This design comes from an exercise in tuning for small area, a short achievable clock period and few clock cycles per item on the open sky130 flow, not from production work. Only simulation tests tie the RTL to the original design; equivalence was not proved. Power is estimated from default activity; no workload was simulated.

==> design.v <==
`default_nettype none
module exec_prefix_add #(
    parameter int N = 32
) (
    input  logic [N-1:0] a,
    input  logic [N-1:0] b,
    input  logic         cin,
    output logic [N-1:0] sum,
    output logic         cout
);
    logic [N-1:0] g0, p0, g, p;
    assign p0 = a ^ b;
    always_comb begin
        g0    = a & b;
        g0[0] = (a[0] & b[0]) | (p0[0] & cin);
    end
    always_comb begin
        g = g0;
        p = p0;
        for (int step = 1; step < N; step = step * 2) begin
            for (int i = 0; i < N; i++) begin
                if ((i / step) % 2 == 1) begin
                    g[i] = g[i] | (p[i] & g[(i / step) * step - 1]);
                    p[i] = p[i] & p[(i / step) * step - 1];
                end
            end
        end
    end
    assign sum  = p0 ^ {g[N-2:0], cin};
    assign cout = g[N-1];
endmodule
module exec_prefix_pg #(
    parameter int N = 32
) (
    input  logic [N-1:0] g0,
    input  logic [N-1:0] p0,
    input  logic         cin,
    output logic [N-1:0] sum,
    output logic         cout
);
    logic [N-1:0] g, p;
    always_comb begin
        g    = g0;
        p    = p0;
        g[0] = g0[0] | (p0[0] & cin);
        for (int step = 1; step < N; step = step * 2) begin
            for (int i = 0; i < N; i++) begin
                if ((i / step) % 2 == 1) begin
                    g[i] = g[i] | (p[i] & g[(i / step) * step - 1]);
                    p[i] = p[i] & p[(i / step) * step - 1];
                end
            end
        end
    end
    assign sum  = p0 ^ {g[N-2:0], cin};
    assign cout = g[N-1];
endmodule
module exec_less_than #(
    parameter int N = 32
) (
    input  logic [N-1:0] a,
    input  logic [N-1:0] b,
    output logic         lt
);
    logic [N-1:0] g, p;
    always_comb begin
        g = a & ~b;
        p = a ^ ~b;
        g[0] = g[0] | p[0];    
        for (int step = 1; step < N; step = step * 2) begin
            for (int i = 2 * step - 1; i < N; i = i + 2 * step) begin
                g[i] = g[i] | (p[i] & g[i - step]);
                p[i] = p[i] & p[i - step];
            end
        end
    end
    assign lt = ~g[N-1];
endmodule
`default_nettype wire
`default_nettype none
module exec_mul_csa (
    input  logic [33:0] s_in,
    input  logic [33:0] c_in,
    input  logic [31:0] a,
    input  logic [3:0]  one,
    input  logic [3:0]  two,
    input  logic [3:0]  neg,
    input  logic [7:0]  corr_a,
    input  logic [7:0]  corr_b,
    input  logic        klast,
    output logic [41:0] sum_out,
    output logic [41:0] carry_out
);
    logic [3:0]  nneg;
    logic [32:0] row0, row1, row2, row3;
    logic [33:0] a2;
    assign a2 = {1'b0, a, 1'b0};
    always_comb begin
        nneg = ~neg;
        for (int k = 0; k < 33; k++) begin
            row0[k] = ((one[0] & a2[k+1]) | (two[0] & a2[k])) ^ neg[0];
            row1[k] = ((one[1] & a2[k+1]) | (two[1] & a2[k])) ^ neg[1];
            row2[k] = ((one[2] & a2[k+1]) | (two[2] & a2[k])) ^ neg[2];
            row3[k] = ((one[3] & a2[k+1]) | (two[3] & a2[k])) ^ neg[3];
        end
    end
    logic fs0, fc0, fs1, fc1, fs2, fc2, fs3, fc3, fs4, fc4, fs5, fc5, fs6, fc6, fs7, fc7, fs8, fc8, fs9, fc9, fs10, fc10, fs11, fc11, fs12, fc12, fs13, fc13, fs14, fc14, fs15, fc15, fs16, fc16, fs17, fc17, fs18, fc18, fs19, fc19, fs20, fc20, fs21, fc21, fs22, fc22, fs23, fc23, fs24, fc24, fs25, fc25, fs26, fc26, fs27, fc27, fs28, fc28, fs29, fc29, fs30, fc30, fs31, fc31, fs32, fc32, fs33, fc33, fs34, fc34, fs35, fc35, fs36, fc36, fs37, fc37, fs38, fc38, fs39, fc39, fs40, fc40, fs41, fc41, fs42, fc42, fs43, fc43, fs44, fc44, fs45, fc45, fs46, fc46, fs47, fc47, fs48, fc48, fs49, fc49, fs50, fc50, fs51, fc51, fs52, fc52, fs53, fc53, fs54, fc54, fs55, fc55, fs56, fc56, fs57, fc57, fs58, fc58, fs59, fc59, fs60, fc60, fs61, fc61, fs62, fc62, fs63, fc63, fs64, fc64, fs65, fc65, fs66, fc66, fs67, fc67, fs68, fc68, fs69, fc69, fs70, fc70, fs71, fc71, fs72, fc72, fs73, fc73, fs74, fc74, fs75, fc75, fs76, fc76, fs77, fc77, fs78, fc78, fs79, fc79, fs80, fc80, fs81, fc81, fs82, fc82, fs83, fc83, fs84, fc84, fs85, fc85, fs86, fc86, fs87, fc87, fs88, fc88, fs89, fc89, fs90, fc90, fs91, fc91, fs92, fc92, fs93, fc93, fs94, fc94, fs95, fc95, fs96, fc96, fs97, fc97, fs98, fc98, fs99, fc99, fs100, fc100, fs101, fc101, fs102, fc102, fs103, fc103, fs104, fc104, fs105, fc105, fs106, fc106, fs107, fc107, fs108, fc108, fs109, fc109, fs110, fc110, fs111, fc111, fs112, fc112, fs113, fc113, fs114, fc114, fs115, fc115, fs116, fc116, fs117, fc117, fs118, fc118, fs119, fc119, fs120, fc120, fs121, fc121, fs122, fc122, fs123, fc123, fs124, fc124, fs125, fc125, fs126, fc126, fs127, fc127, fs128, fc128, fs129, fc129, fs130, fc130, fs131, fc131, fs132, fc132, fs133, fc133, fs134, fc134, fs135, fc135, fs136, fc136, fs137, fc137, fs138, fc138, fs139, fc139, fs140, fc140, fs141, fc141, fs142, fc142, fs143, fc143, fs144, fc144, fs145, fc145, fs146, fc146, fs147, fc147, fs148, fc148, fs149, fc149, fs150, fc150, fs151, fc151, fs152, fc152, fs153, fc153, fs154, fc154, fs155, fc155, fs156, fc156, fs157, fc157, fs158, fc158, fs159, fc159, fs160, fc160, fs161, fc161;
    logic hs0, hc0, hs1, hc1, hs2, hc2, hs3, hc3, hs4, hc4, hs5, hc5, hs6, hc6, hs7, hc7, hs8, hc8, hs9, hc9, hs10, hc10, hs11, hc11, hs12, hc12, hs13, hc13, hs14, hc14, hs15, hc15, hs16, hc16, hs17, hc17;
    exec_fa u_fa0 (.a(s_in[0]), .b(c_in[0]), .c(nneg[0]), .s(fs0), .co(fc0));
    exec_fa u_fa1 (.a(s_in[1]), .b(c_in[1]), .c(neg[0]), .s(fs1), .co(fc1));
    exec_ha u_ha0 (.a(row0[1]), .b(fc0), .s(hs0), .c(hc0));
    exec_fa u_fa2 (.a(s_in[2]), .b(c_in[2]), .c(nneg[1]), .s(fs2), .co(fc2));
    exec_fa u_fa3 (.a(row0[2]), .b(row1[0]), .c(fc1), .s(fs3), .co(fc3));
    exec_ha u_ha1 (.a(fs2), .b(hc0), .s(hs1), .c(hc1));
    exec_fa u_fa4 (.a(s_in[3]), .b(c_in[3]), .c(neg[1]), .s(fs4), .co(fc4));
    exec_fa u_fa5 (.a(row0[3]), .b(row1[1]), .c(fc2), .s(fs5), .co(fc5));
    exec_fa u_fa6 (.a(fs4), .b(fc3), .c(fs5), .s(fs6), .co(fc6));
    exec_fa u_fa7 (.a(s_in[4]), .b(c_in[4]), .c(nneg[2]), .s(fs7), .co(fc7));
    exec_fa u_fa8 (.a(row0[4]), .b(row1[2]), .c(row2[0]), .s(fs8), .co(fc8));
    exec_fa u_fa9 (.a(fc4), .b(fs7), .c(fc5), .s(fs9), .co(fc9));
    exec_ha u_ha2 (.a(fs8), .b(fc6), .s(hs2), .c(hc2));
    exec_fa u_fa10 (.a(s_in[5]), .b(c_in[5]), .c(neg[2]), .s(fs10), .co(fc10));
    exec_fa u_fa11 (.a(row0[5]), .b(row1[3]), .c(row2[1]), .s(fs11), .co(fc11));
    exec_fa u_fa12 (.a(fc7), .b(fs10), .c(fc8), .s(fs12), .co(fc12));
    exec_fa u_fa13 (.a(fs11), .b(fc9), .c(fs12), .s(fs13), .co(fc13));
    exec_fa u_fa14 (.a(s_in[6]), .b(c_in[6]), .c(nneg[3]), .s(fs14), .co(fc14));
    exec_fa u_fa15 (.a(row0[6]), .b(row1[4]), .c(row2[2]), .s(fs15), .co(fc15));
    exec_fa u_fa16 (.a(row3[0]), .b(fc10), .c(fs14), .s(fs16), .co(fc16));
    exec_fa u_fa17 (.a(fc11), .b(fs15), .c(fs16), .s(fs17), .co(fc17));
    exec_ha u_ha3 (.a(fc12), .b(fs17), .s(hs3), .c(hc3));
    exec_fa u_fa18 (.a(s_in[7]), .b(c_in[7]), .c(neg[3]), .s(fs18), .co(fc18));
    exec_fa u_fa19 (.a(row0[7]), .b(row1[5]), .c(row2[3]), .s(fs19), .co(fc19));
    exec_fa u_fa20 (.a(row3[1]), .b(fc14), .c(fs18), .s(fs20), .co(fc20));
    exec_fa u_fa21 (.a(fc15), .b(fs19), .c(fc16), .s(fs21), .co(fc21));
    exec_fa u_fa22 (.a(fs20), .b(fs21), .c(fc17), .s(fs22), .co(fc22));
    exec_fa u_fa23 (.a(s_in[8]), .b(c_in[8]), .c(klast), .s(fs23), .co(fc23));
    exec_fa u_fa24 (.a(row0[8]), .b(row1[6]), .c(row2[4]), .s(fs24), .co(fc24));
    exec_fa u_fa25 (.a(row3[2]), .b(fc18), .c(fs23), .s(fs25), .co(fc25));
    exec_fa u_fa26 (.a(fc19), .b(fs24), .c(fc20), .s(fs26), .co(fc26));
    exec_fa u_fa27 (.a(fs25), .b(fc21), .c(fs26), .s(fs27), .co(fc27));
    exec_fa u_fa28 (.a(s_in[9]), .b(c_in[9]), .c(row0[9]), .s(fs28), .co(fc28));
    exec_fa u_fa29 (.a(row1[7]), .b(row2[5]), .c(row3[3]), .s(fs29), .co(fc29));
    exec_fa u_fa30 (.a(fc23), .b(fc24), .c(fs28), .s(fs30), .co(fc30));
    exec_fa u_fa31 (.a(fs29), .b(fc25), .c(fc26), .s(fs31), .co(fc31));
    exec_ha u_ha4 (.a(fs30), .b(fc27), .s(hs4), .c(hc4));
    exec_fa u_fa32 (.a(s_in[10]), .b(c_in[10]), .c(klast), .s(fs32), .co(fc32));
    exec_fa u_fa33 (.a(row0[10]), .b(row1[8]), .c(row2[6]), .s(fs33), .co(fc33));
    exec_fa u_fa34 (.a(row3[4]), .b(fs32), .c(fc28), .s(fs34), .co(fc34));
    exec_fa u_fa35 (.a(fc29), .b(fs33), .c(fc30), .s(fs35), .co(fc35));
    exec_fa u_fa36 (.a(fs34), .b(fc31), .c(fs35), .s(fs36), .co(fc36));
    exec_fa u_fa37 (.a(s_in[11]), .b(c_in[11]), .c(row0[11]), .s(fs37), .co(fc37));
    exec_fa u_fa38 (.a(row1[9]), .b(row2[7]), .c(row3[5]), .s(fs38), .co(fc38));
    exec_fa u_fa39 (.a(fc32), .b(fc33), .c(fs37), .s(fs39), .co(fc39));
    exec_fa u_fa40 (.a(fs38), .b(fc34), .c(fs39), .s(fs40), .co(fc40));
    exec_ha u_ha5 (.a(fc35), .b(fs40), .s(hs5), .c(hc5));
    exec_fa u_fa41 (.a(s_in[12]), .b(c_in[12]), .c(klast), .s(fs41), .co(fc41));
    exec_fa u_fa42 (.a(row0[12]), .b(row1[10]), .c(row2[8]), .s(fs42), .co(fc42));
    exec_fa u_fa43 (.a(row3[6]), .b(fs41), .c(fc37), .s(fs43), .co(fc43));
    exec_fa u_fa44 (.a(fc38), .b(fs42), .c(fc39), .s(fs44), .co(fc44));
    exec_fa u_fa45 (.a(fs43), .b(fc40), .c(fs44), .s(fs45), .co(fc45));
    exec_fa u_fa46 (.a(s_in[13]), .b(c_in[13]), .c(row0[13]), .s(fs46), .co(fc46));
    exec_fa u_fa47 (.a(row1[11]), .b(row2[9]), .c(row3[7]), .s(fs47), .co(fc47));
    exec_fa u_fa48 (.a(fc41), .b(fc42), .c(fs46), .s(fs48), .co(fc48));
    exec_fa u_fa49 (.a(fs47), .b(fc43), .c(fs48), .s(fs49), .co(fc49));
    exec_ha u_ha6 (.a(fc44), .b(fs49), .s(hs6), .c(hc6));
    exec_fa u_fa50 (.a(s_in[14]), .b(c_in[14]), .c(klast), .s(fs50), .co(fc50));
    exec_fa u_fa51 (.a(row0[14]), .b(row1[12]), .c(row2[10]), .s(fs51), .co(fc51));
    exec_fa u_fa52 (.a(row3[8]), .b(fs50), .c(fc46), .s(fs52), .co(fc52));
    exec_fa u_fa53 (.a(fc47), .b(fs51), .c(fc48), .s(fs53), .co(fc53));
    exec_fa u_fa54 (.a(fs52), .b(fc49), .c(fs53), .s(fs54), .co(fc54));
    exec_fa u_fa55 (.a(s_in[15]), .b(c_in[15]), .c(row0[15]), .s(fs55), .co(fc55));
    exec_fa u_fa56 (.a(row1[13]), .b(row2[11]), .c(row3[9]), .s(fs56), .co(fc56));
    exec_fa u_fa57 (.a(fc50), .b(fc51), .c(fs55), .s(fs57), .co(fc57));
    exec_fa u_fa58 (.a(fs56), .b(fc52), .c(fs57), .s(fs58), .co(fc58));
    exec_ha u_ha7 (.a(fc53), .b(fs58), .s(hs7), .c(hc7));
    exec_fa u_fa59 (.a(s_in[16]), .b(c_in[16]), .c(klast), .s(fs59), .co(fc59));
    exec_fa u_fa60 (.a(row0[16]), .b(row1[14]), .c(row2[12]), .s(fs60), .co(fc60));
    exec_fa u_fa61 (.a(row3[10]), .b(fs59), .c(fc55), .s(fs61), .co(fc61));
    exec_fa u_fa62 (.a(fc56), .b(fs60), .c(fc57), .s(fs62), .co(fc62));
    exec_fa u_fa63 (.a(fs61), .b(fc58), .c(fs62), .s(fs63), .co(fc63));
    exec_fa u_fa64 (.a(s_in[17]), .b(c_in[17]), .c(row0[17]), .s(fs64), .co(fc64));
    exec_fa u_fa65 (.a(row1[15]), .b(row2[13]), .c(row3[11]), .s(fs65), .co(fc65));
    exec_fa u_fa66 (.a(fc59), .b(fc60), .c(fs64), .s(fs66), .co(fc66));
    exec_fa u_fa67 (.a(fs65), .b(fc61), .c(fs66), .s(fs67), .co(fc67));
    exec_ha u_ha8 (.a(fc62), .b(fs67), .s(hs8), .c(hc8));
    exec_fa u_fa68 (.a(s_in[18]), .b(c_in[18]), .c(klast), .s(fs68), .co(fc68));
    exec_fa u_fa69 (.a(row0[18]), .b(row1[16]), .c(row2[14]), .s(fs69), .co(fc69));
    exec_fa u_fa70 (.a(row3[12]), .b(fs68), .c(fc64), .s(fs70), .co(fc70));
    exec_fa u_fa71 (.a(fc65), .b(fs69), .c(fc66), .s(fs71), .co(fc71));
    exec_fa u_fa72 (.a(fs70), .b(fc67), .c(fs71), .s(fs72), .co(fc72));
    exec_fa u_fa73 (.a(s_in[19]), .b(c_in[19]), .c(row0[19]), .s(fs73), .co(fc73));
    exec_fa u_fa74 (.a(row1[17]), .b(row2[15]), .c(row3[13]), .s(fs74), .co(fc74));
    exec_fa u_fa75 (.a(fc68), .b(fc69), .c(fs73), .s(fs75), .co(fc75));
    exec_fa u_fa76 (.a(fs74), .b(fc70), .c(fs75), .s(fs76), .co(fc76));
    exec_ha u_ha9 (.a(fc71), .b(fs76), .s(hs9), .c(hc9));
    exec_fa u_fa77 (.a(s_in[20]), .b(c_in[20]), .c(klast), .s(fs77), .co(fc77));
    exec_fa u_fa78 (.a(row0[20]), .b(row1[18]), .c(row2[16]), .s(fs78), .co(fc78));
    exec_fa u_fa79 (.a(row3[14]), .b(fs77), .c(fc73), .s(fs79), .co(fc79));
    exec_fa u_fa80 (.a(fc74), .b(fs78), .c(fc75), .s(fs80), .co(fc80));
    exec_fa u_fa81 (.a(fs79), .b(fc76), .c(fs80), .s(fs81), .co(fc81));
    exec_fa u_fa82 (.a(s_in[21]), .b(c_in[21]), .c(row0[21]), .s(fs82), .co(fc82));
    exec_fa u_fa83 (.a(row1[19]), .b(row2[17]), .c(row3[15]), .s(fs83), .co(fc83));
    exec_fa u_fa84 (.a(fc77), .b(fc78), .c(fs82), .s(fs84), .co(fc84));
    exec_fa u_fa85 (.a(fs83), .b(fc79), .c(fs84), .s(fs85), .co(fc85));
    exec_ha u_ha10 (.a(fc80), .b(fs85), .s(hs10), .c(hc10));
    exec_fa u_fa86 (.a(s_in[22]), .b(c_in[22]), .c(klast), .s(fs86), .co(fc86));
    exec_fa u_fa87 (.a(row0[22]), .b(row1[20]), .c(row2[18]), .s(fs87), .co(fc87));
    exec_fa u_fa88 (.a(row3[16]), .b(fs86), .c(fc82), .s(fs88), .co(fc88));
    exec_fa u_fa89 (.a(fc83), .b(fs87), .c(fc84), .s(fs89), .co(fc89));
    exec_fa u_fa90 (.a(fs88), .b(fc85), .c(fs89), .s(fs90), .co(fc90));
    exec_fa u_fa91 (.a(s_in[23]), .b(c_in[23]), .c(row0[23]), .s(fs91), .co(fc91));
    exec_fa u_fa92 (.a(row1[21]), .b(row2[19]), .c(row3[17]), .s(fs92), .co(fc92));
    exec_fa u_fa93 (.a(fc86), .b(fc87), .c(fs91), .s(fs93), .co(fc93));
    exec_fa u_fa94 (.a(fs92), .b(fc88), .c(fs93), .s(fs94), .co(fc94));
    exec_ha u_ha11 (.a(fc89), .b(fs94), .s(hs11), .c(hc11));
    exec_fa u_fa95 (.a(s_in[24]), .b(c_in[24]), .c(klast), .s(fs95), .co(fc95));
    exec_fa u_fa96 (.a(row0[24]), .b(row1[22]), .c(row2[20]), .s(fs96), .co(fc96));
    exec_fa u_fa97 (.a(row3[18]), .b(fs95), .c(fc91), .s(fs97), .co(fc97));
    exec_fa u_fa98 (.a(fc92), .b(fs96), .c(fc93), .s(fs98), .co(fc98));
    exec_fa u_fa99 (.a(fs97), .b(fc94), .c(fs98), .s(fs99), .co(fc99));
    exec_fa u_fa100 (.a(s_in[25]), .b(c_in[25]), .c(row0[25]), .s(fs100), .co(fc100));
    exec_fa u_fa101 (.a(row1[23]), .b(row2[21]), .c(row3[19]), .s(fs101), .co(fc101));
    exec_fa u_fa102 (.a(fc95), .b(fc96), .c(fs100), .s(fs102), .co(fc102));
    exec_fa u_fa103 (.a(fs101), .b(fc97), .c(fs102), .s(fs103), .co(fc103));
    exec_ha u_ha12 (.a(fc98), .b(fs103), .s(hs12), .c(hc12));
    exec_fa u_fa104 (.a(s_in[26]), .b(c_in[26]), .c(klast), .s(fs104), .co(fc104));
    exec_fa u_fa105 (.a(row0[26]), .b(row1[24]), .c(row2[22]), .s(fs105), .co(fc105));
    exec_fa u_fa106 (.a(row3[20]), .b(fs104), .c(fc100), .s(fs106), .co(fc106));
    exec_fa u_fa107 (.a(fc101), .b(fs105), .c(fc102), .s(fs107), .co(fc107));
    exec_fa u_fa108 (.a(fs106), .b(fc103), .c(fs107), .s(fs108), .co(fc108));
    exec_fa u_fa109 (.a(s_in[27]), .b(c_in[27]), .c(row0[27]), .s(fs109), .co(fc109));
    exec_fa u_fa110 (.a(row1[25]), .b(row2[23]), .c(row3[21]), .s(fs110), .co(fc110));
    exec_fa u_fa111 (.a(fc104), .b(fc105), .c(fs109), .s(fs111), .co(fc111));
    exec_fa u_fa112 (.a(fs110), .b(fc106), .c(fs111), .s(fs112), .co(fc112));
    exec_ha u_ha13 (.a(fc107), .b(fs112), .s(hs13), .c(hc13));
    exec_fa u_fa113 (.a(s_in[28]), .b(c_in[28]), .c(klast), .s(fs113), .co(fc113));
    exec_fa u_fa114 (.a(row0[28]), .b(row1[26]), .c(row2[24]), .s(fs114), .co(fc114));
    exec_fa u_fa115 (.a(row3[22]), .b(fs113), .c(fc109), .s(fs115), .co(fc115));
    exec_fa u_fa116 (.a(fc110), .b(fs114), .c(fc111), .s(fs116), .co(fc116));
    exec_fa u_fa117 (.a(fs115), .b(fc112), .c(fs116), .s(fs117), .co(fc117));
    exec_fa u_fa118 (.a(s_in[29]), .b(c_in[29]), .c(row0[29]), .s(fs118), .co(fc118));
    exec_fa u_fa119 (.a(row1[27]), .b(row2[25]), .c(row3[23]), .s(fs119), .co(fc119));
    exec_fa u_fa120 (.a(fc113), .b(fc114), .c(fs118), .s(fs120), .co(fc120));
    exec_fa u_fa121 (.a(fs119), .b(fc115), .c(fs120), .s(fs121), .co(fc121));
    exec_ha u_ha14 (.a(fc116), .b(fs121), .s(hs14), .c(hc14));
    exec_fa u_fa122 (.a(s_in[30]), .b(c_in[30]), .c(klast), .s(fs122), .co(fc122));
    exec_fa u_fa123 (.a(row0[30]), .b(row1[28]), .c(row2[26]), .s(fs123), .co(fc123));
    exec_fa u_fa124 (.a(row3[24]), .b(fs122), .c(fc118), .s(fs124), .co(fc124));
    exec_fa u_fa125 (.a(fc119), .b(fs123), .c(fc120), .s(fs125), .co(fc125));
    exec_fa u_fa126 (.a(fs124), .b(fc121), .c(fs125), .s(fs126), .co(fc126));
    exec_fa u_fa127 (.a(s_in[31]), .b(c_in[31]), .c(row0[31]), .s(fs127), .co(fc127));
    exec_fa u_fa128 (.a(row1[29]), .b(row2[27]), .c(row3[25]), .s(fs128), .co(fc128));
    exec_fa u_fa129 (.a(fc122), .b(fc123), .c(fs127), .s(fs129), .co(fc129));
    exec_fa u_fa130 (.a(fs128), .b(fc124), .c(fs129), .s(fs130), .co(fc130));
    exec_ha u_ha15 (.a(fc125), .b(fs130), .s(hs15), .c(hc15));
    exec_fa u_fa131 (.a(s_in[32]), .b(c_in[32]), .c(corr_a[0]), .s(fs131), .co(fc131));
    exec_fa u_fa132 (.a(corr_b[0]), .b(klast), .c(row0[32]), .s(fs132), .co(fc132));
    exec_fa u_fa133 (.a(row1[30]), .b(row2[28]), .c(row3[26]), .s(fs133), .co(fc133));
    exec_fa u_fa134 (.a(fs131), .b(fc127), .c(fc128), .s(fs134), .co(fc134));
    exec_fa u_fa135 (.a(fs132), .b(fs133), .c(fc129), .s(fs135), .co(fc135));
    exec_fa u_fa136 (.a(fs134), .b(fc130), .c(fs135), .s(fs136), .co(fc136));
    exec_fa u_fa137 (.a(s_in[33]), .b(c_in[33]), .c(nneg[0]), .s(fs137), .co(fc137));
    exec_fa u_fa138 (.a(corr_a[1]), .b(corr_b[1]), .c(row1[31]), .s(fs138), .co(fc138));
    exec_fa u_fa139 (.a(row2[29]), .b(row3[27]), .c(fs137), .s(fs139), .co(fc139));
    exec_fa u_fa140 (.a(fc131), .b(fc132), .c(fc133), .s(fs140), .co(fc140));
    exec_fa u_fa141 (.a(fs138), .b(fs139), .c(fc134), .s(fs141), .co(fc141));
    exec_fa u_fa142 (.a(fs140), .b(fc135), .c(fs141), .s(fs142), .co(fc142));
    exec_fa u_fa143 (.a(corr_a[2]), .b(corr_b[2]), .c(klast), .s(fs143), .co(fc143));
    exec_fa u_fa144 (.a(row1[32]), .b(row2[30]), .c(row3[28]), .s(fs144), .co(fc144));
    exec_fa u_fa145 (.a(fc137), .b(fs143), .c(fc138), .s(fs145), .co(fc145));
    exec_fa u_fa146 (.a(fs144), .b(fc139), .c(fc140), .s(fs146), .co(fc146));
    exec_fa u_fa147 (.a(fs145), .b(fc141), .c(fs146), .s(fs147), .co(fc147));
    exec_fa u_fa148 (.a(nneg[1]), .b(corr_a[3]), .c(corr_b[3]), .s(fs148), .co(fc148));
    exec_fa u_fa149 (.a(row2[31]), .b(row3[29]), .c(fc143), .s(fs149), .co(fc149));
    exec_fa u_fa150 (.a(fs148), .b(fc144), .c(fs149), .s(fs150), .co(fc150));
    exec_fa u_fa151 (.a(fc145), .b(fc146), .c(fs150), .s(fs151), .co(fc151));
    exec_fa u_fa152 (.a(corr_a[4]), .b(corr_b[4]), .c(klast), .s(fs152), .co(fc152));
    exec_fa u_fa153 (.a(row2[32]), .b(row3[30]), .c(fc148), .s(fs153), .co(fc153));
    exec_fa u_fa154 (.a(fs152), .b(fc149), .c(fs153), .s(fs154), .co(fc154));
    exec_ha u_ha16 (.a(fc150), .b(fs154), .s(hs16), .c(hc16));
    exec_fa u_fa155 (.a(nneg[2]), .b(corr_a[5]), .c(corr_b[5]), .s(fs155), .co(fc155));
    exec_fa u_fa156 (.a(row3[31]), .b(fc152), .c(fs155), .s(fs156), .co(fc156));
    exec_fa u_fa157 (.a(fc153), .b(fs156), .c(fc154), .s(fs157), .co(fc157));
    exec_fa u_fa158 (.a(corr_a[6]), .b(corr_b[6]), .c(klast), .s(fs158), .co(fc158));
    exec_fa u_fa159 (.a(row3[32]), .b(fc155), .c(fs158), .s(fs159), .co(fc159));
    exec_ha u_ha17 (.a(fc156), .b(fs159), .s(hs17), .c(hc17));
    exec_fa u_fa160 (.a(nneg[3]), .b(corr_a[7]), .c(corr_b[7]), .s(fs160), .co(fc160));
    exec_fa u_fa161 (.a(fc158), .b(fs160), .c(fc159), .s(fs161), .co(fc161));
    assign sum_out[0] = row0[0];
    assign carry_out[0] = fs0;
    assign sum_out[1] = fs1;
    assign carry_out[1] = hs0;
    assign sum_out[2] = fs3;
    assign carry_out[2] = hs1;
    assign sum_out[3] = hc1;
    assign carry_out[3] = fs6;
    assign sum_out[4] = fs9;
    assign carry_out[4] = hs2;
    assign sum_out[5] = hc2;
    assign carry_out[5] = fs13;
    assign sum_out[6] = fc13;
    assign carry_out[6] = hs3;
    assign sum_out[7] = hc3;
    assign carry_out[7] = fs22;
    assign sum_out[8] = fc22;
    assign carry_out[8] = fs27;
    assign sum_out[9] = fs31;
    assign carry_out[9] = hs4;
    assign sum_out[10] = hc4;
    assign carry_out[10] = fs36;
    assign sum_out[11] = hs5;
    assign carry_out[11] = fc36;
    assign sum_out[12] = hc5;
    assign carry_out[12] = fs45;
    assign sum_out[13] = hs6;
    assign carry_out[13] = fc45;
    assign sum_out[14] = hc6;
    assign carry_out[14] = fs54;
    assign sum_out[15] = hs7;
    assign carry_out[15] = fc54;
    assign sum_out[16] = hc7;
    assign carry_out[16] = fs63;
    assign sum_out[17] = hs8;
    assign carry_out[17] = fc63;
    assign sum_out[18] = hc8;
    assign carry_out[18] = fs72;
    assign sum_out[19] = hs9;
    assign carry_out[19] = fc72;
    assign sum_out[20] = hc9;
    assign carry_out[20] = fs81;
    assign sum_out[21] = hs10;
    assign carry_out[21] = fc81;
    assign sum_out[22] = hc10;
    assign carry_out[22] = fs90;
    assign sum_out[23] = hs11;
    assign carry_out[23] = fc90;
    assign sum_out[24] = hc11;
    assign carry_out[24] = fs99;
    assign sum_out[25] = hs12;
    assign carry_out[25] = fc99;
    assign sum_out[26] = hc12;
    assign carry_out[26] = fs108;
    assign sum_out[27] = hs13;
    assign carry_out[27] = fc108;
    assign sum_out[28] = hc13;
    assign carry_out[28] = fs117;
    assign sum_out[29] = hs14;
    assign carry_out[29] = fc117;
    assign sum_out[30] = hc14;
    assign carry_out[30] = fs126;
    assign sum_out[31] = hs15;
    assign carry_out[31] = fc126;
    assign sum_out[32] = hc15;
    assign carry_out[32] = fs136;
    assign sum_out[33] = fs142;
    assign carry_out[33] = fc136;
    assign sum_out[34] = fc142;
    assign carry_out[34] = fs147;
    assign sum_out[35] = fc147;
    assign carry_out[35] = fs151;
    assign sum_out[36] = hs16;
    assign carry_out[36] = fc151;
    assign sum_out[37] = hc16;
    assign carry_out[37] = fs157;
    assign sum_out[38] = hs17;
    assign carry_out[38] = fc157;
    assign sum_out[39] = hc17;
    assign carry_out[39] = fs161;
    assign sum_out[40] = fc160;
    assign carry_out[40] = fc161;
    assign sum_out[41] = 1'b0;
    assign carry_out[41] = 1'b0;
endmodule
module exec_fa (input logic a, input logic b, input logic c, output logic s, output logic co);
    assign s  = a ^ b ^ c;
    assign co = (a & b) | (a & c) | (b & c);
endmodule
module exec_ha (input logic a, input logic b, output logic s, output logic c);
    assign s = a ^ b;
    assign c = a & b;
endmodule
`default_nettype wire
`default_nettype none
module exec_stage (
    input  logic        clock,
    input  logic        reset,
    input  logic        issue_valid,
    input  logic [1:0]  issue_fu,
    input  logic [3:0]  issue_func,
    input  logic [1:0]  opa_select,
    input  logic [2:0]  opb_select,
    input  logic [31:0] inst,
    input  logic [31:0] pc,
    input  logic [31:0] rs1_value,
    input  logic [31:0] rs2_value,
    input  logic [4:0]  issue_tag,
    input  logic        complete_credit,
    output logic [2:0]  fu_free,
    output logic        complete_valid,
    output logic [1:0]  complete_fu,
    output logic [4:0]  complete_tag,
    output logic [31:0] complete_result,
    output logic        complete_take
);
    localparam logic [3:0] ALU_ADD = 4'd0, ALU_SUB = 4'd1, ALU_AND = 4'd2, ALU_OR = 4'd3,
                           ALU_XOR = 4'd4, ALU_SLT = 4'd5, ALU_SLTU = 4'd6, ALU_SLL = 4'd7,
                           ALU_SRL = 4'd8, ALU_SRA = 4'd9;
    localparam logic [3:0] MUL = 4'd10, MULH = 4'd11, MULHSU = 4'd12;
    localparam logic [6:0] OPCODE_JAL  = 7'b1101111;
    localparam logic [6:0] OPCODE_JALR = 7'b1100111;
    logic [31:0] opa, opb;
    logic [29:0] pc_inc;
    always_comb begin
        logic [29:0] c;
        c = pc[31:2];
        for (int step = 1; step < 30; step = step * 2) begin
            for (int i = 0; i < 30; i++) begin
                if ((i / step) % 2 == 1) c[i] = c[i] & c[(i / step) * step - 1];
            end
        end
        pc_inc = pc[31:2] ^ {c[28:0], 1'b1};
    end
    always_comb begin
        case (opa_select)
            2'd0:    opa = rs1_value;
            2'd1:    opa = {pc_inc, pc[1:0]};
            2'd2:    opa = pc;
            default: opa = '0;
        endcase
    end
    always_comb begin
        case (opb_select)
            3'd0:    opb = rs2_value;
            3'd1:    opb = {{20{inst[31]}}, inst[31:20]};
            3'd2:    opb = {{20{inst[31]}}, inst[31:25], inst[11:7]};
            3'd3:    opb = {{19{inst[31]}}, inst[31], inst[7], inst[30:25], inst[11:8], 1'b0};
            3'd4:    opb = {inst[31:12], 12'b0};
            3'd5:    opb = {{11{inst[31]}}, inst[31], inst[19:12], inst[20], inst[30:21], 1'b0};
            default: opb = '0;
        endcase
    end
    logic in_eq_lo, in_eq_hi, in_lt_lo, in_lt_hi, in_jal, in_jalr;
    exec_less_than #(.N(16)) u_lt_lo (.a(rs1_value[15:0]), .b(rs2_value[15:0]), .lt(in_lt_lo));
    exec_less_than #(.N(16)) u_lt_hi (.a(rs1_value[31:16]), .b(rs2_value[31:16]), .lt(in_lt_hi));
    assign in_eq_lo = (rs1_value[15:0] == rs2_value[15:0]);
    assign in_eq_hi = (rs1_value[31:16] == rs2_value[31:16]);
    assign in_jal   = (inst[6:0] == OPCODE_JAL);
    assign in_jalr  = (inst[6:0] == OPCODE_JALR);
    localparam int S_SUM = 0, S_AND = 1, S_OR = 2, S_XOR = 3, S_SLT = 4, S_SLTU = 5,
                   S_SL = 6, S_SR = 7;
    logic        in_sub;
    logic [7:0]  in_sel;
    assign in_sub = !issue_fu[1] &&
                    (issue_func == ALU_SUB || issue_func == ALU_SLT || issue_func == ALU_SLTU);
    always_comb begin
        in_sel = '0;
        if (issue_fu[1]) begin
            in_sel[S_SUM] = 1'b1;
        end else begin
            case (issue_func)
                ALU_ADD, ALU_SUB: in_sel[S_SUM]  = 1'b1;
                ALU_AND:          in_sel[S_AND]  = 1'b1;
                ALU_OR:           in_sel[S_OR]   = 1'b1;
                ALU_XOR:          in_sel[S_XOR]  = 1'b1;
                ALU_SLT:          in_sel[S_SLT]  = 1'b1;
                ALU_SLTU:         in_sel[S_SLTU] = 1'b1;
                ALU_SLL:          in_sel[S_SL]   = 1'b1;
                default:          in_sel[S_SR]   = 1'b1;
            endcase
        end
    end
    logic        x_v, x_br, x_jump, x_clr0, x_sub, x_shl, x_sra;
    logic        x_eq_lo, x_eq_hi, x_lt_lo, x_lt_hi, x_s1, x_s2;
    logic [2:0]  x_f3;
    logic [4:0]  x_rot;
    logic [7:0]  x_sel;
    logic [4:0]  x_tag;
    logic        x_a31;
    logic [31:0] x_p, x_g;
    logic [4:0]  x_sh;
    logic [31:0] in_bx;
    assign in_bx = (in_sel[S_SL] || in_sel[S_SR]) ? 32'b0 : opb ^ {32{in_sub}};
    always_ff @(posedge clock) begin
        if (reset) x_v <= 1'b0;
        else       x_v <= issue_valid && (issue_fu != 2'd1);
    end
    always_ff @(posedge clock) begin
        x_br   <= issue_fu[1];
        x_sel  <= in_sel;
        x_sub  <= in_sub;
        x_shl  <= (issue_func == ALU_SLL);
        x_rot  <= (issue_func == ALU_SLL) ? 5'd0 - opb[4:0] : opb[4:0];
        x_sra  <= (issue_func == ALU_SRA);
        x_tag  <= issue_tag;
        x_a31  <= opa[31];
        x_p    <= opa ^ in_bx;
        x_g    <= opa & in_bx;
        x_sh   <= opb[4:0];
        x_jump  <= in_jal | in_jalr;
        x_f3    <= inst[14:12];
        x_eq_lo <= in_eq_lo;
        x_eq_hi <= in_eq_hi;
        x_lt_lo <= in_lt_lo;
        x_lt_hi <= in_lt_hi;
        x_s1    <= rs1_value[31];
        x_s2    <= rs2_value[31];
        x_clr0 <= issue_fu[1] & in_jalr;
    end
    logic x_beq, x_bltu, x_blt, x_cond, x_take;
    assign x_beq  = x_eq_hi & x_eq_lo;
    assign x_bltu = x_lt_hi | (x_eq_hi & x_lt_lo);
    assign x_blt  = (x_s1 ^ x_s2) ? x_s1 : x_bltu;
    always_comb begin
        case (x_f3)
            3'b000:  x_cond = x_beq;
            3'b001:  x_cond = ~x_beq;
            3'b100:  x_cond = x_blt;
            3'b101:  x_cond = ~x_blt;
            3'b110:  x_cond = x_bltu;
            3'b111:  x_cond = ~x_bltu;
            default: x_cond = 1'b0;
        endcase
    end
    assign x_take = x_jump | x_cond;
    logic [31:0] x_sum;
    logic        x_cout, x_ltu, x_lt;
    logic [31:0] sh_rot, sh_mask, sh_mask_l, sh_out;
    logic [31:0] x_res;
    exec_prefix_pg #(.N(32)) u_add (
        .g0(x_g), .p0(x_p), .cin(x_sub), .sum(x_sum), .cout(x_cout)
    );
    assign x_ltu = ~x_cout;
    assign x_lt  = ~x_p[31] ? x_a31 : x_ltu;
    always_comb begin
        sh_rot = x_p;
        for (int k = 0; k < 5; k++) begin
            if (x_rot[k]) sh_rot = 32'({sh_rot, sh_rot} >> (1 << k));
        end
    end
    always_comb begin
        for (int i = 0; i < 32; i++) sh_mask_l[i] = ({27'b0, x_sh} <= i);
        for (int i = 0; i < 32; i++) sh_mask[i] = x_shl ? sh_mask_l[i] : sh_mask_l[31-i];
    end
    assign sh_out = (sh_rot & sh_mask) | ({32{x_sra & x_a31}} & ~sh_mask);
    assign x_res = ({32{x_sel[S_SUM]}} & {x_sum[31:1], x_sum[0] & ~x_clr0})
                 | ({32{x_sel[S_AND]}} & x_g)
                 | ({32{x_sel[S_OR]}}  & (x_g | x_p))
                 | ({32{x_sel[S_XOR]}} & x_p)
                 | {31'b0, (x_sel[S_SLT] & x_lt) | (x_sel[S_SLTU] & x_ltu)}
                 | ({32{x_sel[S_SL] | x_sel[S_SR]}} & sh_out);
    logic        pa_v, pb_v, r_v;
    logic        m_busy;
    logic [1:0]  m_cnt;
    logic [1:0]  credits;
    logic        has_credit;
    logic        m_last, m_first;
    logic        grant_x, grant_pa, grant_pb, grant_mul, granted;
    function automatic logic [3:0] arbitrate(input logic credit, input logic mul_first,
                                             input logic pa, input logic pb, input logic x,
                                             input logic mul);
        arbitrate = 4'b0000;
        if (credit) begin
            if (mul_first)  arbitrate = 4'b0001;    
            else if (pa)    arbitrate = 4'b0100;
            else if (pb)    arbitrate = 4'b0010;
            else if (x)     arbitrate = 4'b1000;
            else if (mul)   arbitrate = 4'b0001;
        end
    endfunction
    logic x_v_n, pa_v_n, pb_v_n, r_v_n, m_busy_n, m_first_n, has_credit_n;
    logic m_free, m_step;
    logic park_a, park_b;
    logic [1:0] credits_next;
    assign x_v_n        = issue_valid && (issue_fu != 2'd1);
    assign pa_v_n       = park_a || (pa_v && !grant_pa);
    assign pb_v_n       = park_b || (pb_v && !grant_pb);
    assign r_v_n        = m_last || (r_v && !grant_mul);
    assign m_busy_n     = m_free ? (issue_valid && (issue_fu == 2'd1)) : m_busy;
    assign m_first_n    = m_free || (m_first && !m_step);
    assign has_credit_n = (credits_next != 2'd0);
    always_ff @(posedge clock) begin
        if (reset) begin
            {grant_x, grant_pa, grant_pb, grant_mul} <= 4'b0000;
        end else begin
            {grant_x, grant_pa, grant_pb, grant_mul} <=
                arbitrate(has_credit_n, r_v_n && m_busy_n && m_first_n, pa_v_n, pb_v_n, x_v_n,
                          r_v_n);
        end
    end
    assign granted = grant_x | grant_pa | grant_pb | grant_mul;
    assign fu_free = {(grant_x & x_br) | grant_pb, m_last, (grant_x & ~x_br) | grant_pa};
    logic [31:0] pa_res, pb_res;
    logic [4:0]  pa_tag, pb_tag;
    logic        pb_take;
    assign park_a = x_v && !x_br && !grant_x;
    assign park_b = x_v &&  x_br && !grant_x;
    always_ff @(posedge clock) begin
        if (reset) begin
            pa_v <= 1'b0;
            pb_v <= 1'b0;
        end else begin
            if (park_a)        pa_v <= 1'b1;
            else if (grant_pa) pa_v <= 1'b0;
            if (park_b)        pb_v <= 1'b1;
            else if (grant_pb) pb_v <= 1'b0;
        end
    end
    always_ff @(posedge clock) begin
        if (park_a) begin
            pa_res <= x_res;
            pa_tag <= x_tag;
        end
        if (park_b) begin
            pb_res  <= x_res;
            pb_tag  <= x_tag;
            pb_take <= x_take;
        end
    end
    logic [31:0] m_a, m_b;
    logic        m_a32, m_uext;
    logic [3:0]  m_one, m_two, m_neg;
    logic [33:0] m_s, m_c;
    logic        m_ci;
    logic [7:0]  m_ls, m_lc;
    logic        m_hi;
    logic [4:0]  m_tag;
    logic        r_hi;
    logic [4:0]  r_tag;
    logic [31:0] mh_res;
    logic        in_asgn, in_bsgn, in_a32, in_uext;
    assign in_asgn = (issue_func == MUL) || (issue_func == MULH) || (issue_func == MULHSU);
    assign in_bsgn = (issue_func == MUL) || (issue_func == MULH);
    assign in_a32  = in_asgn & opa[31];
    assign in_uext = ~in_bsgn & opb[31];
    assign m_free = !m_busy || m_last;
    assign m_step = m_busy && (!m_first || !r_v || grant_mul);
    logic [7:0]  m_abyte_next, m_corr_a, m_corr_b;
    logic [33:0] m_s_in, m_c_in;
    logic [41:0] m_sum, m_carry;
    logic [7:0]  m_low;
    logic        m_cout;
    always_comb begin
        case (m_cnt)
            2'd0:    m_abyte_next = m_a[15:8];
            2'd1:    m_abyte_next = m_a[23:16];
            default: m_abyte_next = m_a[31:24];
        endcase
    end
    assign m_s_in   = m_first ? 34'h0AAAAAAAB : m_s;
    assign m_c_in   = m_first ? {1'b0, m_a32, 32'b0} : m_c;
    exec_mul_csa u_csa (
        .s_in(m_s_in), .c_in(m_c_in), .a(m_a), .one(m_one), .two(m_two), .neg(m_neg),
        .corr_a(m_corr_a), .corr_b(m_corr_b), .klast(m_last),
        .sum_out(m_sum), .carry_out(m_carry)
    );
    assign {m_cout, m_low} = {1'b0, m_ls} + {1'b0, m_lc} + {8'b0, m_ci};
    function automatic logic [11:0] booth(input logic [8:0] b9);
        logic [3:0] one, two, neg;
        for (int i = 0; i < 4; i++) begin
            one[i] = b9[2*i+1] ^ b9[2*i];
            two[i] = (b9[2*i+2] & ~b9[2*i+1] & ~b9[2*i]) | (~b9[2*i+2] & b9[2*i+1] & b9[2*i]);
            neg[i] = b9[2*i+2];
        end
        booth = {one, two, neg};
    endfunction
    logic [11:0] in_booth, m_next_booth;
    assign in_booth     = booth({opb[7:0], 1'b0});
    assign m_next_booth = booth(m_b[15:7]);
    always_ff @(posedge clock) begin
        if (reset) begin
            m_busy <= 1'b0;
            m_last <= 1'b0;
            r_v    <= 1'b0;
        end else begin
            if (m_free) begin
                m_busy <= issue_valid && (issue_fu == 2'd1);
                m_last <= 1'b0;
            end else if (m_step) begin
                m_last <= (m_cnt == 2'd2);
            end
            if (m_last)         r_v <= 1'b1;
            else if (grant_mul) r_v <= 1'b0;
        end
    end
    always_ff @(posedge clock) begin
        if (m_free) begin
            m_cnt   <= 2'd0;
            m_first <= 1'b1;
            m_a     <= opa;
            m_b     <= opb;
            m_a32   <= in_a32;
            m_uext  <= in_uext;
            {m_one, m_two, m_neg} <= in_booth;
            m_corr_a <= {8{in_uext}} & opa[7:0];
            m_corr_b <= {8{in_a32}} & ~opb[7:0];
            m_hi    <= (issue_func != MUL);
            m_tag   <= issue_tag;
        end else if (m_step) begin
            m_cnt   <= m_cnt + 2'd1;
            m_first <= 1'b0;
            m_b     <= {m_low, m_b[31:8]};
            {m_one, m_two, m_neg} <= m_next_booth;
            m_corr_a <= {8{m_uext}} & m_abyte_next;
            m_corr_b <= {8{m_a32}} & ~m_b[15:8];
        end
    end
    always_ff @(posedge clock) begin
        if (m_step) begin
            m_ls <= m_sum[7:0];
            m_lc <= m_carry[7:0];
            m_ci <= !m_first && m_cout;
            m_c  <= m_carry[41:8];
            if (m_last && !m_hi) m_s <= {10'b0, m_low, m_b[31:16]};
            else                 m_s <= m_sum[41:8];
        end
        if (m_last) begin
            r_hi  <= m_hi;
            r_tag <= m_tag;
        end
    end
    logic [39:0] mh_sum;
    exec_prefix_add #(.N(40)) u_mh_add (
        .a({m_s[31:0], m_ls}), .b({m_c[31:0], m_lc}), .cin(m_ci), .sum(mh_sum), .cout()
    );
    assign mh_res = r_hi ? mh_sum[39:8] : {mh_sum[7:0], m_s[23:0]};
    assign credits_next = credits + {1'b0, complete_credit} - {1'b0, granted};
    always_ff @(posedge clock) begin
        if (reset) begin
            credits        <= 2'd2;
            has_credit     <= 1'b1;
            complete_valid <= 1'b0;
        end else begin
            credits        <= credits_next;
            has_credit     <= (credits_next != 2'd0);
            complete_valid <= granted;
        end
    end
    logic [31:0] out_x, out_o;
    logic        out_selx;
    always_ff @(posedge clock) begin
        complete_fu   <= grant_x ? {x_br, 1'b0} : grant_pa ? 2'd0 : grant_pb ? 2'd2 : 2'd1;
        complete_tag  <= grant_x ? x_tag : grant_pa ? pa_tag : grant_pb ? pb_tag : r_tag;
        complete_take <= grant_x ? (x_br & x_take) : grant_pb & pb_take;
        out_selx      <= grant_x;
        out_x         <= x_res;
        out_o         <= grant_pa ? pa_res : grant_pb ? pb_res : mh_res;
    end
    assign complete_result = out_selx ? out_x : out_o;
endmodule
`default_nettype wire
==> flow/run.sh <==
#!/bin/bash
# The standard layout, with the port buffers made of buf_2 cells instead of the cell
# buffer_ports picks by default. Synthesis, floorplan, power grid and the rest are the
# standard flow's. make's full output goes to standard.log in this folder; ORFS writes
# each step's log under orfs/logs/.
set -euo pipefail
bash standard.sh "BUFFER_PORTS_ARGS=-buffer_cell sky130_fd_sc_hd__buf_2" finish > standard.log 2>&1
==> standard.sh <==
#!/bin/bash
# synth_recipe.tcl (not shown) runs the flow's synth.tcl, then flattens the netlist and writes it again
# the make line also repeats each setting of config.mk as NAME=value (left out here)
make -C /OpenROAD-flow-scripts/flow DESIGN_CONFIG=/design/flow/config.mk WORK_HOME=/design/flow/orfs CLKGATE_MAP_FILE= SYNTH_SCRIPT=/design/flow/synth_recipe.tcl "${@:-finish}"
==> config.mk <==
export PLATFORM = sky130hd
export DESIGN_NAME = exec_stage
export DESIGN_NICKNAME = exec_stage
export VERILOG_FILES = /design/flow/design.v
export SDC_FILE = /design/flow/constraint.sdc
export NUM_CORES = 4
export LEC_CHECK = 0
export CAP_MARGIN = 20
export CORE_MARGIN = 2
export CORE_UTILIZATION = 55
export PLACE_DENSITY = 0.65
export SETUP_SLACK_MARGIN = 4.5
export SLEW_MARGIN = 20
==> constraint.sdc <==
create_clock -name core_clock -period 8.0 [get_ports {clock}]
set_input_delay 1.6000 -clock core_clock [delete_from_list [all_inputs] [get_ports {clock}]]
set_output_delay 1.6000 -clock core_clock [all_outputs]
set_load 0.01 [all_outputs]
==> results by group, run 1 <==
Drt
  – Vias per inst: roughly 6.3
  – DR vias: 24,970
  – Post-detailed-route DRC marker count: 0
  – DRT antenna net count: 0
  – Final WL: approximately 110 mm
  – DRT Pass-1 Iters: 9
  – Wire length per cell: approximately 27 um
  – Initial DRC Count: between 3,000 and 4,000

Synth
  – Largest family of logic cells by synthesized area: adder cells
  – Yosys warning total: 5
  – Yosys reg bits: between 400 and 500
  – Synth area leaders: edfxtp_1 (25%), dfxtp_1 (12%), fa_1 (11%)
  – Post-synth top area share: 24.9%
  – Leading area contributor after synthesis: edfxtp_1
  – Post-synth ARST share: 0%
  – Syn avg cell area: between 10 and 15 sq um
  – Adder-cell share of the synthesized area: 16.5%
  – Post-synthesis compound-gate area fraction: between 15 and 20%
  – Cells after Synth: about 3,000
  – Synth cell count leaders: edfxtp_1 (256), inv_1 (245), nand2_1 (231)
  – Syn nets: 3,521
  – Main synth FF type: edfxtp_1
  – Yosys cell types: 81
  – Seq/Total Area, Yosys: 37.3%
  – Post-synth EDFFs: around 260
  – Synth Area in Simple Gates: about 9.8%
  – Synthesized cell area: a little over 30,000 sq um
  – Count leader, synth: edfxtp_1
  – Xor-xnor portion of the synthesized cell area: around 6.9%
  – Post-synthesis mux area share: under 10%

GRT
  – Global-route wire length before repair: ~150 mm
  – Grt ovf: 0
  – GR Util All Layers: a little over a third
  – Largest net degree at the start of global routing: 84
  – Vias in the first global route: roughly 24,000
  – Antenna violations before repair: 10

Floorplanning
  – Starting Density: a little under three fifths
  – Die height: about 240 um
  – Core box area: ~55,000 sq um
  – Area of the die: slightly below 60,000 sq um
  – I/O Pins: approximately 190
  – Chip Width: between 200 and 250 um
  – Row count: 86

Worst setup path
  – Required @ worst endpoint: 8.37 ns
  – Critical path capture point type: register
  – Crit path kind: register to register
  – Crit Path Max Fanout: 7
  – Worst setup SP type: register
  – Crit path DAT: between 3 and 4 ns

Power and ir drop
  – Leak: between 10 and 15 nW
  – Net Sw Frac: 39.3%
  – PD cells: slightly below 300 nW/um^2
  – Max IR drop VDD: ~0.21 mV
  – Clock power frac: roughly 22%
  – Tot Pwr: a little over 10 mW
  – Register share of total power: around 33%
  – Net Switching: around 4.1 mW
  – Pint: roughly 6.3 mW
  – Gate power share: 45.6%

Clock tree
  – CTS Buffer Depth: 3
  – Hold buffer count at cts: 0
  – Clk sinks: 447
  – Clock Latency Late Sink: approximately 0.63 ns
  – Num CTS Buffers: 48
  – Root Driver: clkbuf_16
  – TritonCTS clock tree: built
  – H-tree levels: 2
  – Clock-pin slew of the registers on the worst-case setup and hold paths: about 0.060 ns

STA
  – RSZ-0062 raised after global routing: true
  – Final Cycle Share: between 40% and 50%
  – Final hold slack: approximately 0.42 ns
  – Setup violators final: 0
  – Final hold viol count: 0
  – Worst Tran Pin Value: between 1 and 1.5 ns
  – Setup_tns: 0 ns
  – Setup clock skew after layout: between 0.04 and 0.05 ns
  – Max-slew violations: 0
  – Relative max-transition margin: between 10% and 20%
  – Fmax: around 290 MHz
  – Final Critical Period: 3.45 ns

Placement
  – Routability cong.: between 1 and 1.5
  – Cell area after placement: around 32,000 sq um
  – I/O Buffers: approximately 190
  – Post-DP HPWL: 80.4 mm

Cells and area
  – Layout Utilization: between 60% and 70%
  – Register area: ~12,000 sq um
  – Layout cells sized above 1: roughly a fifth
  – Area growth syn-to-layout: 12.9%
  – Layout fillers: about 4,600
  – Cell area after layout: 34,900 sq um
  – Area occupied by multi-input gates: about 18,000 sq um
  – Final #Nets: around 3,700

Min path
  – Path type of the worst min-delay path: register to register

Outcome
  – Outcome: timing/DRC/antenna clean

Run
  – Max-cap violations: 0
[what timing repair did]
item                       in CTS  in global routing
gates resized for setup        47                 53
cloned                          0                  4
pin swaps                       8                 24
setup endpoints to repair     150                 81
setup buffers                  25                 39
[cells in the final DEF, fill, tap and decap left out, types with 25 or more instances in the layout]
| cell | n |
|---|---|
| mux4_2 | 32 |
| a21o_1 | 29 |
| or2_2 | 25 |
| buf_4 | 95 |
| mux2i_1 | 65 |
| dfxtp_1 | 185 |
| inv_1 | 238 |
| edfxtp_1 | 256 |
| xnor2_1 | 181 |
| o21ai_0 | 183 |
| mux2_2 | 86 |
| nand2_1 | 230 |
| nand3_1 | 30 |
| xor2_1 | 58 |
| a22oi_1 | 142 |
| clkbuf_16 | 51 |
| nor2b_1 | 44 |
| fa_1 | 165 |
| nand2b_1 | 45 |
| nor2_1 | 171 |
| ha_1 | 138 |
| buf_2 | 191 |
| a21oi_1 | 208 |
[logic make-up (layout without fill, tap and decap cells)]
kind of cell | Yosys count | after routing
AO/OA/AOI/OAI | 775 | 775
other | 0 | 3
AND/OR/NAND/NOR | 643 | 644
multiplexers | 183 | 183
buffers and inverters | 468 | 645
adder cells (fa/ha/maj) | 307 | 307
XOR/XNOR | 243 | 243
flip-flops | 447 | 447
[flip-flops by register name, indices dropped and copies added, names as in the netlist, 8 cells and up]
register and count:
m_a 32, m_b 28, m_c 33, m_corr_a 8, m_corr_b 8, m_lc 8, m_ls 8, m_s 33
out_o 32, out_x 32, pa_res 32, pb_res 32, x_g 32, x_p 32, x_sel 8
[power groups by stage]
stage | Combinational [mW] | Sequential [mW] | Clock, mW
finish | 4.73 | 3.41 | 2.25
global route | 5.14 | 3.43 | 2.37
CTS | 4.58 | 3.41 | 2.27
detailed placement | 4.47 | 3.47 | 0
global placement | 4.38 | 3.47 | 0
floorplan | 2.96 | 3.23 | 0
[final cells by class]
cell class / count / share of cell area [%]
multi-input combinational: 2152 / 51.1
sequential: 447 / 33.1
timing repair buffer: 303 / 5.73
clock buffer: 68 / 3.87
inverter: 251 / 2.77
tap: 748 / 2.69
clock inverter: 22 / 0.729
antenna: 3 / 0.0215
timing repair inverter: 1 / 0.0144
[per-stage QoR]
step / instances / setup WS (ns)
after CTS: 3948 / 4.50
after detailed placement: 3833 / 3.65
after global routing: 3992 / 4.47
after floorplan: 3066 / 4.35
final: 3995 / 4.55
after global placement: 3833 / 3.70
[path summary, 6_finish.rpt]
check | from | to | slack, ns | cells after the start
max reg2reg | m_a[17] | m_s[11] | 4.55 | 11
max | m_a[17] | m_s[11] | 4.55 | 11
min reg2reg | m_tag[3] | r_tag[3] | 0.42 | 0
min | m_tag[3] | r_tag[3] | 0.42 | 0
[per-layer routing]
metal  track usage [%]  part of all wire (%)  vias up
li1                  -                     -    11053
met1              47.5                    39    12240
met4              15.3                   5.1       12
met3              7.85                   9.6      276
met2              57.7                    46     1389
met5                 0                 0.088        -
[worst max-delay path: stages, from the launching register on]
cell and delay [ns]:
edfxtp_1 0.60, buf_4 0.23, a22oi_1 0.19, xnor2_1 0.13, fa_1 0.43, inv_1 0.09
fa_1 0.41, inv_1 0.08, fa_1 0.45, inv_1 0.09, ha_1 0.22, mux2_2 0.29
Testbench counts, summed over its fixed seeds: cycles 39,051, items 32,000.
==> inputs of run 2 (changes only) <==
--- a/config.mk
+++ b/config.mk
@@ -7,7 +7,7 @@
 export LEC_CHECK = 0
 export CAP_MARGIN = 20
 export CORE_MARGIN = 2
-export CORE_UTILIZATION = 55
-export PLACE_DENSITY = 0.65
-export SETUP_SLACK_MARGIN = 4.5
+export CORE_UTILIZATION = 62
+export PLACE_DENSITY = 0.7
+export SETUP_SLACK_MARGIN = 4.6
 export SLEW_MARGIN = 20
==> run 2 against run 1 <==
Clock skew increased by 0.0067 ns. Area after synthesis unchanged. Clock power decreased by 3%. Global-route usage increased by 4.7 points. Largest cell class unchanged. Total power increased by 0.51%. Critical endpoint is now m_s[9]. Register-to-register slack about the same. Sequential share of layout area about the same. Largest power group unchanged.
==> results by group, run 2 <==
Floorplanning
  – Die height: around 230 um
  – Row count: between 80 and 90
  – I/O Pins: between 150 and 200
  – Starting Density: a little over three fifths
  – Core box area: about 49,000 sq um
  – Area of the die: between 50,000 and 60,000 sq um
  – Chip Width: around 230 um

Clock tree
  – TritonCTS clock tree: built
  – CTS Buffer Depth: 3
  – Hold buffer count at cts: 0
  – Clock Latency Late Sink: ~0.63 ns
  – Root Driver: clkbuf_16
  – H-tree levels: 2
  – Clk sinks: around 450
  – Clock-pin slew of the registers on the worst-case setup and hold paths: 0.07 ns
  – Num CTS Buffers: 47

Placement
  – I/O Buffers: 191
  – Place WS: between 3 and 4 ns
  – Post-DP HPWL: between 70 and 80 mm
  – Cell area after placement: around 32,000 sq um
  – Routability cong.: ~0.97

Power and ir drop
  – Tot Pwr: 10.4 mW
  – Gate power share: around 46%
  – Net Sw Frac: about two fifths
  – Clock power frac: around a fifth
  – PD cells: roughly 300 nW/um^2
  – Pint: about 6.3 mW
  – Leak: 14.3 nW
  – Register share of total power: between 30 and 40%
  – Net Switching: between 4 and 5 mW
  – Max IR drop VDD: around 0.18 mV

Cells and area
  – Final #Nets: around 3,600
  – Commonest cells after routing, fill and taps aside: edfxtp_1 (256), inv_1 (236), nand2_1 (229), a21oi_1 (195), buf_2 (188)
  – Cell area after layout: 34,900 sq um
  – Layout Utilization: a little under three quarters
  – Area growth syn-to-layout: 13.0%
  – Biggest registers after layout: m_c (33), m_s (33)
  – Most common cell after layout, fill and taps aside: edfxtp_1
  – Layout cells sized above 1: 20.0%

Synth
  – Post-synth top area share: between 20% and 30%
  – Count leader, synth: edfxtp_1
  – Cells after Synth: 3,066
  – Synth area leaders: edfxtp_1 (25%), dfxtp_1 (12%), fa_1 (11%)
  – Yosys cell types: a little over 80
  – Synth cell count leaders: edfxtp_1 (256), inv_1 (245), nand2_1 (231)
  – Syn avg cell area: roughly 10 sq um
  – Synthesized cell area: around 30,000 sq um
  – Yosys reg bits: roughly 450
  – Main synth FF type: edfxtp_1
  – Post-synth ARST share: 0%
  – Leading area contributor after synthesis: edfxtp_1
  – Yosys warning total: 5
  – Syn nets: ~3,500
  – Post-synth EDFFs: 256
  – Seq/Total Area, Yosys: a little under two fifths

Min path
  – Hold path cells: 0
  – Endpoint with the worst hold slack: r_tag[1]
  – Hold Crit Start: m_tag[1]
  – Path type of the worst min-delay path: register to register

GRT
  – Global-route wire length before repair: approximately 150 mm
  – Largest net degree at the start of global routing: 96
  – GR Util All Layers: 40.7%
  – Grt ovf: 0
  – Antenna violations before repair: 7
  – Vias in the first global route: 24,681

Worst setup path
  – Worst setup SP type: register
  – Worst r2r src: m_two[0]
  – Reg2Reg Depth: 10
  – Critical path capture point type: register
  – Crit path kind: register to register
  – R2r endpoint: m_s[9]
  – Crit path DAT: approximately 3.8 ns
  – Required @ worst endpoint: about 8.3 ns
  – Crit Path Max Fanout: 8
  – Flop2flop setup slack: between 4 and 5 ns

STA
  – RSZ-0062 raised after global routing: true
  – Fmax: approximately 290 MHz
  – Worst Tran Pin Value: 1.14 ns
  – Setup clock skew after layout: about 0.053 ns
  – Final Cycle Share: a little over two fifths
  – Final hold viol count: 0
  – Final Critical Period: between 3 and 4 ns
  – Setup_tns: 0 ns
  – Setup violators final: 0
  – Max-slew violations: 0
  – Final setup margin: 4.54 ns
  – Relative max-transition margin: a little under a quarter

Drt
  – Vias per inst: roughly 6.6
  – DRT antenna net count: 0
  – Initial DRC Count: roughly 3,400
  – Wire length per cell: 27.7 um
  – DRT Pass-1 Iters: 11
  – Post-detailed-route DRC marker count: 0
  – DR vias: 25,705
  – Final WL: around 110 mm

Run
  – Max-cap violations: 0

Outcome
  – Outcome: timing/DRC/antenna clean
run 2: cell count changes in the layout (fill, tap and decap cells not counted), moves of 9 or more:
| cell | previous run | this run |
|---|---|---|
| a21oi_1 | 208 | 195 |
| a21oi_2 | 3 | 15 |
| a22oi_1 | 142 | 133 |
| a22oi_2 | 7 | 16 |
| buf_4 | 95 | 71 |
run 2: area by class of cell:
cell class,count,area [sq um]
clock inverters,24,263
well taps,664,831
flip-flops and latches,447,11500
fillers,3642,14200
repair inverters,1,5.00
diodes,2,5.00
inverters,251,961
multi-input cells,2152,18100
clock buffers,62,1260
repair buffers,285,1950
run 2: worst max path at each step:
stage / start / endpoint / slack (ns) / cells after the start
2_1_floorplan: pc[2] / m_corr_b[6] / 4.35 / 11
3_3_place_gp: opa_select[1] / m_corr_b[6] / 3.76 / 5
3_5_place_dp: opa_select[1] / m_corr_b[6] / 3.69 / 5
4_1_cts: pc[2] / m_corr_b[4] / 4.56 / 11
5_1_grt: m_two[0] / m_s[3] / 4.44 / 12
6_report: m_two[0] / m_s[9] / 4.54 / 10
run 2: metal layers:
metal | vias up | track usage, % | wire length (um)
li1 | 11005 | - | -
met1 | 12485 | 53.0 | 39300
met2 | 1791 | 63.6 | 48600
met3 | 412 | 8.94 | 12300
met4 | 12 | 22.7 | 7330
met5 | - | 0 | 86
run 2: cell families after synthesis:
kind of cell	after synthesis	synth area share [%]
AO/OA/AOI/OAI	775	16.1
XOR/XNOR	243	6.90
adder cells (fa/ha/maj)	307	16.5
buffers and inverters	468	5.84
flip-flops	447	37.3
multiplexers	183	7.58
AND/OR/NAND/NOR	643	9.82
run 2: power groups by stage:
stage / clock [mW] / sequential, mW / combinational [mW]
final: 2.18 / 3.45 / 4.82
after global routing: 2.27 / 3.47 / 5.18
after CTS: 2.18 / 3.42 / 4.56
after detailed placement: 0 / 3.47 / 4.42
after global placement: 0 / 3.46 / 4.27
after floorplan: 0 / 3.23 / 2.96
run 2: worst max-delay path, stage by stage, from the launching register on:
cell and delay (ns):
edfxtp_1 0.46, buf_12 0.19, a22oi_2 0.27, xnor2_2 0.16, fa_2 0.50, fa_1 0.53
inv_1 0.05, fa_1 0.49, inv_1 0.05, ha_2 0.25, mux2_2 0.26
run 2: repair_timing:
action / CTS / global route
cloned: 3 / 4
resized for setup: 72 / 86
setup buffers: 22 / 27
hold endpoints to repair: 0 / 0
pin swaps: 15 / 31
endpoints found under the setup margin: 166 / 145
run 2: stage by stage:
stage	instances	hold WS, ns
6_report	3888	0.421
5_1_grt	3886	0.426
4_1_cts	3854	0.422
2_1_floorplan	3066	0.329
3_3_place_gp	3742	0.402
3_5_place_dp	3743	0.405

-- what the ideal ports hide --
The results above use ideal ports. As a check the final layouts listed here were re-extracted and re-timed, cells and wires unchanged. Step 1 (the two cells are an assumption about what drives the block):
set clk [get_ports {clock}]
set_driving_cell -lib_cell sky130_fd_sc_hd__clkbuf_16 $clk
set_driving_cell -lib_cell sky130_fd_sc_hd__buf_2 [delete_from_list [all_inputs] $clk]
Step 2 moves the port delays by t, midway between the first and last clock arrival at a register: inputs arrive t later, outputs are due t later. That takes back most of the time a late clock gives input paths. Three values: no drivers, after step 1, after step 2; two values: the first two.
run | t (ns) | setup WS [ns] | worst setup path at the end | latest minus earliest clock arrival (ns) | worst data-port slew with drivers (ns)
run 1 | 0.666 | 4.551 / 4.499 / 3.947 | input to register | 0.048 / 0.048 | 0.08
run 2 | 0.666 | 4.539 / 4.539 / 3.921 | input to register | 0.055 / 0.055 | 0.07
After both steps setup and hold are still met in every run listed. For run 2, which loses most, drivers alone change the setup slack by 0.000 ns; drivers and shift together by -0.618 ns.
